Context: an optimization exercise on an open-source flow, tuned for small area, a short achievable clock period and few clock cycles per item. The choices shown serve that exercise and are no tape-out recipe.
Function was checked by simulation only, so behaviour that the tests miss may differ from the original.
Power is estimated from default activity; no workload was simulated.

## job 1765
==> flow/design.v <==
module space_to_depth_address_gen_core #(
  parameter int unsigned DATA_BITS = 32,
  parameter int unsigned DIM_BITS  = 12,
  parameter int unsigned ADDR_BITS = 24
) (
  input  logic                   clk_i,
  input  logic                   rst_ni,
  input  logic                   psel,
  input  logic                   penable,
  input  logic                   pwrite,
  input  logic [4:0]             paddr,
  input  logic [31:0]            pwdata,
  output logic [31:0]            prdata,
  output logic                   pready,
  input  logic                   in_valid_i,
  output logic                   in_ready_o,
  input  logic [DATA_BITS-1:0]   element_value_i,
  output logic                   out_valid_o,
  input  logic                   out_ready_i,
  output logic [DATA_BITS-1:0]   out_value_o,
  output logic [ADDR_BITS-1:0]   out_address_o,
  output logic                   in_range_o,
  output logic                   last_element_o
);
  localparam int unsigned DW = DIM_BITS + 1;
  localparam int unsigned AW = ADDR_BITS;
  logic [6:0]    batch_q;
  logic [DW-1:0] height_q, width_q, chan_q;
  logic [4:0]    block_q;
  logic [2:0]    idx;
  logic          wr_en, hit;
  logic [DW-1:0] rd_d, rd_q;
  assign idx    = paddr[4:2];
  assign wr_en  = psel && penable && pwrite;
  assign hit    = idx < 3'd5;
  assign pready = 1'b1;
  logic [5:0]      batch_hi;
  logic [DW-2:0]   height_hi, width_hi, chan_hi;
  logic [3:0]      block_hi;
  logic [4:0]      b0n_q;
  always_ff @(posedge clk_i or negedge rst_ni) begin
    if (!rst_ni) begin
      batch_hi  <= '0;
      height_hi <= '0;
      width_hi  <= '0;
      chan_hi   <= '0;
      block_hi  <= '0;
      b0n_q     <= '0;
    end else if (wr_en) begin
      case (idx)
        3'd0: {batch_hi,  b0n_q[0]} <= {pwdata[6:1],    !pwdata[0]};
        3'd1: {height_hi, b0n_q[1]} <= {pwdata[DW-1:1], !pwdata[0]};
        3'd2: {width_hi,  b0n_q[2]} <= {pwdata[DW-1:1], !pwdata[0]};
        3'd3: {chan_hi,   b0n_q[3]} <= {pwdata[DW-1:1], !pwdata[0]};
        3'd4: {block_hi,  b0n_q[4]} <= {pwdata[4:1],    !pwdata[0]};
        default: ;
      endcase
    end
  end
  assign batch_q  = {batch_hi,  !b0n_q[0]};
  assign height_q = {height_hi, !b0n_q[1]};
  assign width_q  = {width_hi,  !b0n_q[2]};
  assign chan_q   = {chan_hi,   !b0n_q[3]};
  assign block_q  = {block_hi,  !b0n_q[4]};
  always_comb begin
    case (idx)
      3'd0:    rd_d = DW'(batch_q);
      3'd1:    rd_d = height_q;
      3'd2:    rd_d = width_q;
      3'd3:    rd_d = chan_q;
      3'd4:    rd_d = DW'(block_q);
      default: rd_d = '0;
    endcase
  end
  always_ff @(posedge clk_i) begin
    rd_q <= rd_d;
  end
  assign prdata = 32'(rd_q);
  function automatic logic [DW-1:0] clamp_dim(input logic [DW-1:0] v);
    clamp_dim = v[DW-1] ? {1'b1, {(DW-1){1'b0}}} : ((v == '0) ? DW'(1) : v);
  endfunction
  logic [6:0]    n_eff;
  logic [DW-1:0] h_eff, w_eff, c_eff;
  logic [4:0]    s_eff;
  assign n_eff = batch_q[6] ? 7'd64 : ((batch_q == '0) ? 7'd1 : batch_q);
  assign s_eff = block_q[4] ? 5'd16 : ((block_q == '0) ? 5'd1 : block_q);
  assign h_eff = clamp_dim(height_q);
  assign w_eff = clamp_dim(width_q);
  assign c_eff = clamp_dim(chan_q);
  localparam logic [32*9-1:0] SS_TAB = {
    9'd256, 9'd256, 9'd256, 9'd256, 9'd256, 9'd256, 9'd256, 9'd256, 9'd256, 9'd256, 9'd256, 9'd256, 9'd256, 9'd256, 9'd256, 9'd256, 9'd225, 9'd196, 9'd169, 9'd144, 9'd121, 9'd100, 9'd81, 9'd64, 9'd49, 9'd36, 9'd25, 9'd16, 9'd9, 9'd4, 9'd1, 9'd1};
  localparam logic [32*9-1:0] K1_TAB = {
    9'd241, 9'd241, 9'd241, 9'd241, 9'd241, 9'd241, 9'd241, 9'd241, 9'd241, 9'd241, 9'd241, 9'd241, 9'd241, 9'd241, 9'd241, 9'd241, 9'd211, 9'd183, 9'd157, 9'd133, 9'd111, 9'd91, 9'd73, 9'd57, 9'd43, 9'd31, 9'd21, 9'd13, 9'd7, 9'd3, 9'd1, 9'd1};
  logic [8:0] ss_t, k1_t;
  assign ss_t  = SS_TAB[9*block_q +: 9];
  assign k1_t  = K1_TAB[9*block_q +: 9];
  logic                 o_valid_q, s_valid_q, rdy_q, s_valid_d, o_free, o_load;
  logic [DATA_BITS-1:0] s_val_q, o_val_q;
  assign in_ready_o = rdy_q;
  assign o_free     = !o_valid_q || out_ready_i;
  assign o_load     = o_free && (s_valid_q || (in_valid_i && rdy_q));
  assign s_valid_d  = (s_valid_q || (in_valid_i && rdy_q)) && !o_free;
  always_ff @(posedge clk_i or negedge rst_ni) begin
    if (!rst_ni) begin
      o_valid_q <= 1'b0;
      s_valid_q <= 1'b0;
      rdy_q     <= 1'b0;
    end else begin
      o_valid_q <= o_load || (o_valid_q && !out_ready_i);
      s_valid_q <= s_valid_d;
      rdy_q     <= !s_valid_d && !(wr_en && hit);
    end
  end
  always_ff @(posedge clk_i) begin
    if (!s_valid_q) s_val_q <= element_value_i;
    if (o_load)     o_val_q <= s_valid_q ? s_val_q : element_value_i;
  end
  logic          z_q;
  logic [DW-1:0] cl_q, wl_q, hl_q;
  logic [6:0]    nl_q;
  logic [4:0]    cr_q, rr_q;
  logic          lc_q, lw_q, lh_q, ln_q, cw_q, rw_q, colok_q, rowok_q;
  logic          mb_q, mr_q, sa_q, sq_q, sr_q;
  logic          inr_q, last_q;
  logic [AW-1:0] a_q, q_q, r_q;
  logic [AW-1:0] a_add, q_add, r_add, a_nxt;
  logic [8:0]    a_opd_q;
  logic          mp_q;
  logic [4:0]    r_opd_q;
  assign a_add = a_q + AW'(a_opd_q);
  assign q_add = q_q + AW'(mp_q ? cr_q : 5'd0);
  assign r_add = r_q + AW'(r_opd_q);
  assign a_nxt = ({AW{sa_q && !z_q}} & a_add) | ({AW{sq_q && !z_q}} & q_add) |
                 ({AW{sr_q && !z_q}} & r_add);
  logic lc_d, lw_d, lh_d, ln_d, cw_d, rw_d, colok_d, rowok_d;
  logic [4:0] cr_d, rr_d;
  logic step_w, step_h, step_n;
  assign step_w = !z_q && lc_q;                    
  assign step_h = !z_q && lc_q && lw_q;            
  assign step_n = !z_q && lc_q && lw_q && lh_q;    
  logic c1_q, w1_q, h1_q, n1_q, s1_q, wge_q, hge_q, wgt_q;
  logic [5:0] sp1_q;    
  always_ff @(posedge clk_i) begin
    c1_q  <= c_eff == DW'(1);
    w1_q  <= w_eff == DW'(1);
    h1_q  <= h_eff == DW'(1);
    n1_q  <= n_eff == 7'd1;
    s1_q  <= s_eff == 5'd1;
    wge_q <= w_eff >= DW'(s_eff);
    hge_q <= h_eff >= DW'(s_eff);
    wgt_q <= w_eff > DW'(s_eff);
    sp1_q <= 6'(s_eff) + 6'd1;
  end
  logic nbok_d;
  always_comb begin
    if (z_q || step_h)  nbok_d = wgt_q;
    else if (step_w)    nbok_d = wl_q > DW'(sp1_q);
    else                nbok_d = wl_q > DW'(s_eff);
  end
  always_comb begin
    lc_d    = lc_q;
    lw_d    = lw_q;
    lh_d    = lh_q;
    ln_d    = ln_q;
    cw_d    = cw_q;
    rw_d    = rw_q;
    cr_d    = cr_q;
    rr_d    = rr_q;
    colok_d = colok_q;
    rowok_d = rowok_q;
    if (z_q || lc_q) lc_d = c1_q;
    else             lc_d = cl_q == DW'(2);
    if (z_q || step_h) begin
      lw_d    = w1_q;
      cr_d    = 5'd1;
      cw_d    = s1_q;
      colok_d = wge_q;
    end else if (step_w) begin
      lw_d = wl_q == DW'(2);
      if (cw_q) begin
        cr_d    = 5'd1;
        cw_d    = s1_q;
        colok_d = wl_q > DW'(s_eff);
      end else begin
        cr_d = cr_q + 5'd1;
        cw_d = (cr_q + 5'd1) == s_eff;
      end
    end
    if (z_q || step_n) begin
      lh_d    = h1_q;
      rr_d    = 5'd1;
      rw_d    = s1_q;
      rowok_d = hge_q;
    end else if (step_h) begin
      lh_d = hl_q == DW'(2);
      if (rw_q) begin
        rr_d    = 5'd1;
        rw_d    = s1_q;
        rowok_d = hl_q > DW'(s_eff);
      end else begin
        rr_d = rr_q + 5'd1;
        rw_d = (rr_q + 5'd1) == s_eff;
      end
    end
    if (z_q)         ln_d = n1_q;
    else if (step_n) ln_d = nl_q == 7'd2;
  end
  logic last_d, mr_d;
  assign last_d = lc_d && lw_d && lh_d && ln_d;
  assign mr_d   = lc_d && lw_d && !(lh_d && ln_d);
  always_ff @(posedge clk_i or negedge rst_ni) begin
    if (!rst_ni) begin
      z_q <= 1'b1;
    end else if (wr_en && hit) begin
      z_q <= 1'b1;
    end else if (o_load) begin
      z_q <= last_d;
    end
  end
  always_ff @(posedge clk_i) begin
    if (o_load) begin
      a_opd_q <= !lc_d ? ss_t : ((lc_d && !lw_d && cw_d && nbok_d) ? k1_t : 9'd1);
      mp_q    <= lc_d && !lw_d && !cw_d;
      mb_q <= lc_d && !lw_d && cw_d;
      mr_q <= mr_d;
      sa_q <= !lc_d || (lc_d && !lw_d && cw_d) || (mr_d && rw_d && cw_d);
      sq_q <= (lc_d && !lw_d && !cw_d) || (mr_d && rw_d && !cw_d);
      sr_q    <= mr_d && !rw_d;
      r_opd_q <= rowok_d ? s_eff : 5'd0;
    end
  end
  always_ff @(posedge clk_i) begin
    if (o_load) begin
      lc_q    <= lc_d;
      lw_q    <= lw_d;
      lh_q    <= lh_d;
      ln_q    <= ln_d;
      cw_q    <= cw_d;
      rw_q    <= rw_d;
      cr_q    <= cr_d;
      rr_q    <= rr_d;
      colok_q <= colok_d;
      rowok_q <= rowok_d;
      inr_q   <= colok_d && rowok_d;
      last_q  <= last_d;
      cl_q    <= (z_q || lc_q) ? c_eff : cl_q - DW'(1);
      if (z_q || step_h)  wl_q <= w_eff;
      else if (step_w)    wl_q <= wl_q - DW'(1);
      if (z_q || step_n)  hl_q <= h_eff;
      else if (step_h)    hl_q <= hl_q - DW'(1);
      if (z_q)            nl_q <= n_eff;
      else if (step_n)    nl_q <= nl_q - 7'd1;
      a_q <= (colok_d && rowok_d) ? a_nxt : '0;
      if (z_q || mb_q || mr_q) q_q <= a_nxt;
      if (z_q || mr_q)         r_q <= a_nxt;
    end
  end
  assign out_valid_o    = o_valid_q;
  assign out_value_o    = o_val_q;
  assign out_address_o  = a_q;
  assign in_range_o     = inr_q;
  assign last_element_o = last_q;
endmodule
==> flow/config.mk <==
export PLATFORM = sky130hd
export DESIGN_NAME = space_to_depth_address_gen_core
export DESIGN_NICKNAME = space_to_depth_address_gen_core
export VERILOG_FILES = /design/flow/design.v
export SDC_FILE = /design/flow/constraint.sdc
export NUM_CORES = 4
export LEC_CHECK = 0
export CAP_MARGIN = 20
export CORE_MARGIN = 2
export CORE_UTILIZATION = 55
export CTS_CLUSTER_DIAMETER = 80
export CTS_CLUSTER_SIZE = 25
export SLEW_MARGIN = 20
==> flow/constraint.sdc <==
create_clock -name core_clock -period 10.0 [get_ports {clk_i}]
set_input_delay 2.0000 -clock core_clock [delete_from_list [all_inputs] [get_ports {clk_i}]]
set_output_delay 2.0000 -clock core_clock [all_outputs]
set_load 0.01 [all_outputs]
standard.sh (not shown) runs the stock make flow with config.mk's settings and CLKGATE_MAP_FILE= SYNTH_SCRIPT=/design/flow/synth_recipe.tcl, a recipe that flattens the netlist after the stock synthesis.
==> flow/flow/run.sh <==
#!/bin/bash
# Own layout flow: the standard synthesis (standard.sh synth, unchanged),
# then the standard ORFS layout steps with these changes:
#  - port buffers placed by flow/ports.tcl, just before the resizer step: a
#    buf_1 on each input and a buf_2 on each output (instead of the resizer's
#    single pick, placed before global placement)
#  - timing repair aimed at a larger setup margin
# Each step's output goes to its own log in this folder; ORFS's per-stage
# logs are under orfs/logs/.
set -euo pipefail
MARGIN=${MARGIN:-6.8}
[[ -f flow/params.sh ]] && source flow/params.sh
bash standard.sh synth > synth.log 2>&1
PORTS="$PWD/flow/ports.tcl"
sed 's#"\${@:-finish}"#SETUP_SLACK_MARGIN='"$MARGIN"' DONT_BUFFER_PORTS=1 PRE_RESIZE_TCL='"$PORTS"' "${@:-finish}"#' standard.sh > layout.sh
grep -q "SETUP_SLACK_MARGIN=$MARGIN" layout.sh
bash layout.sh > layout.log 2>&1
==> flow/flow/params.sh <==
MARGIN=6.8
==> flow/flow/ports.tcl <==
# Port buffers, placed before the resizer step (after global placement, whose
# timing-driven mode removes buffers), in place of ORFS's buffer_ports
puts "Perform port buffering (flow/ports.tcl)..."
buffer_ports -inputs -buffer_cell sky130_fd_sc_hd__buf_1
buffer_ports -outputs -buffer_cell sky130_fd_sc_hd__buf_2
Testbench counts of job 1765, summed over its fixed seeds: cycles 53,646, items 52,758.
diff inputs: job 1765 => job 2385
-- flow/design.v --
<<< job 1765, line 140
  assign step_n = !z_q && lc_q && lw_q && lh_q;    
  logic c1_q, w1_q, h1_q, n1_q, s1_q, wge_q, hge_q, wgt_q;
  logic [5:0] sp1_q;    
  always_ff @(posedge clk_i) begin
    c1_q  <= c_eff == DW'(1);
>>> job 2385, line 140
  assign step_n = !z_q && lc_q && lw_q && lh_q;    
  logic c1_q, w1_q, h1_q, n1_q, s1_q, wge_q, hge_q, wgt_q;
  always_ff @(posedge clk_i) begin
    c1_q  <= c_eff == DW'(1);
<<< job 1765, line 150
    hge_q <= h_eff >= DW'(s_eff);
    wgt_q <= w_eff > DW'(s_eff);
    sp1_q <= 6'(s_eff) + 6'd1;
  end
  logic nbok_d;
  always_comb begin
    if (z_q || step_h)  nbok_d = wgt_q;
    else if (step_w)    nbok_d = wl_q > DW'(sp1_q);
    else                nbok_d = wl_q > DW'(s_eff);
  end
>>> job 2385, line 149
    hge_q <= h_eff >= DW'(s_eff);
    wgt_q <= w_eff > DW'(s_eff);
  end
  logic nbok_d;
  always_comb begin
    if (z_q || step_h)  nbok_d = wgt_q;
    else if (step_w)    nbok_d = wl_q > DW'(s_eff) + DW'(1);
    else                nbok_d = wl_q > DW'(s_eff);
  end
[summary]
- Pin count of the biggest net entering global routing (job 1765 / job 2385): 0.800
- Job 1765 vs job 2385, critical path class: in -> reg vs reg -> reg
- A capture point of the critical path of batch_hi[5] is what job 1765 shows, while a_opd_q[6] belongs to job 2385.
- Summary: overall via count from detail_route, job 2385 worse than job 1765
- Sequential fraction of total cell area ended up 1.1 points lower on job 2385 than on job 1765.
- Compared with job 1765, in job 2385 sequential-to-total area share from yosys stat lower; total power after layout saw an increase.
- Diff job 1765 -> job 2385 | reported net switching power | increase of about 3.6%
- Job 2385 vs job 1765 — area after synthesis dropped 0.40%.
- Job 2385 and job 1765 ended up with nearly the same effective utilization at floorplan.
Testbench counts of job 2385, summed over its fixed seeds: cycles 53,646, items 52,758.

[what the ideal ports hide]
No port has a modelled driver above. Below, the same layouts with a new extraction and two added sets of constraints. Step 1: set_driving_cell puts a clkbuf_16 on clk_i and a buf_2 on each other input, an assumption about the parent block. Step 2, shift: input delay + t, output delay - t, t = (earliest + latest rising clock arrival at the registers) / 2. This alone moves slack from input paths to output paths. Slacks: ideal ports / drivers / drivers and shift; pairs: ideal ports / drivers.
run | t, ns | slack for setup (ns) | latest minus earliest clock arrival (ns)
job 1765 | 0.554 | 6.841 / 6.802 / 6.310 | 0.018 / 0.018
job 2385 | 0.555 | 6.660 / 6.660 / 6.323 | 0.026 / 0.026
After both steps every run listed still meets setup and hold. For job 1765, which loses most, drivers alone change the setup slack by -0.039 ns; drivers and shift together by -0.531 ns.
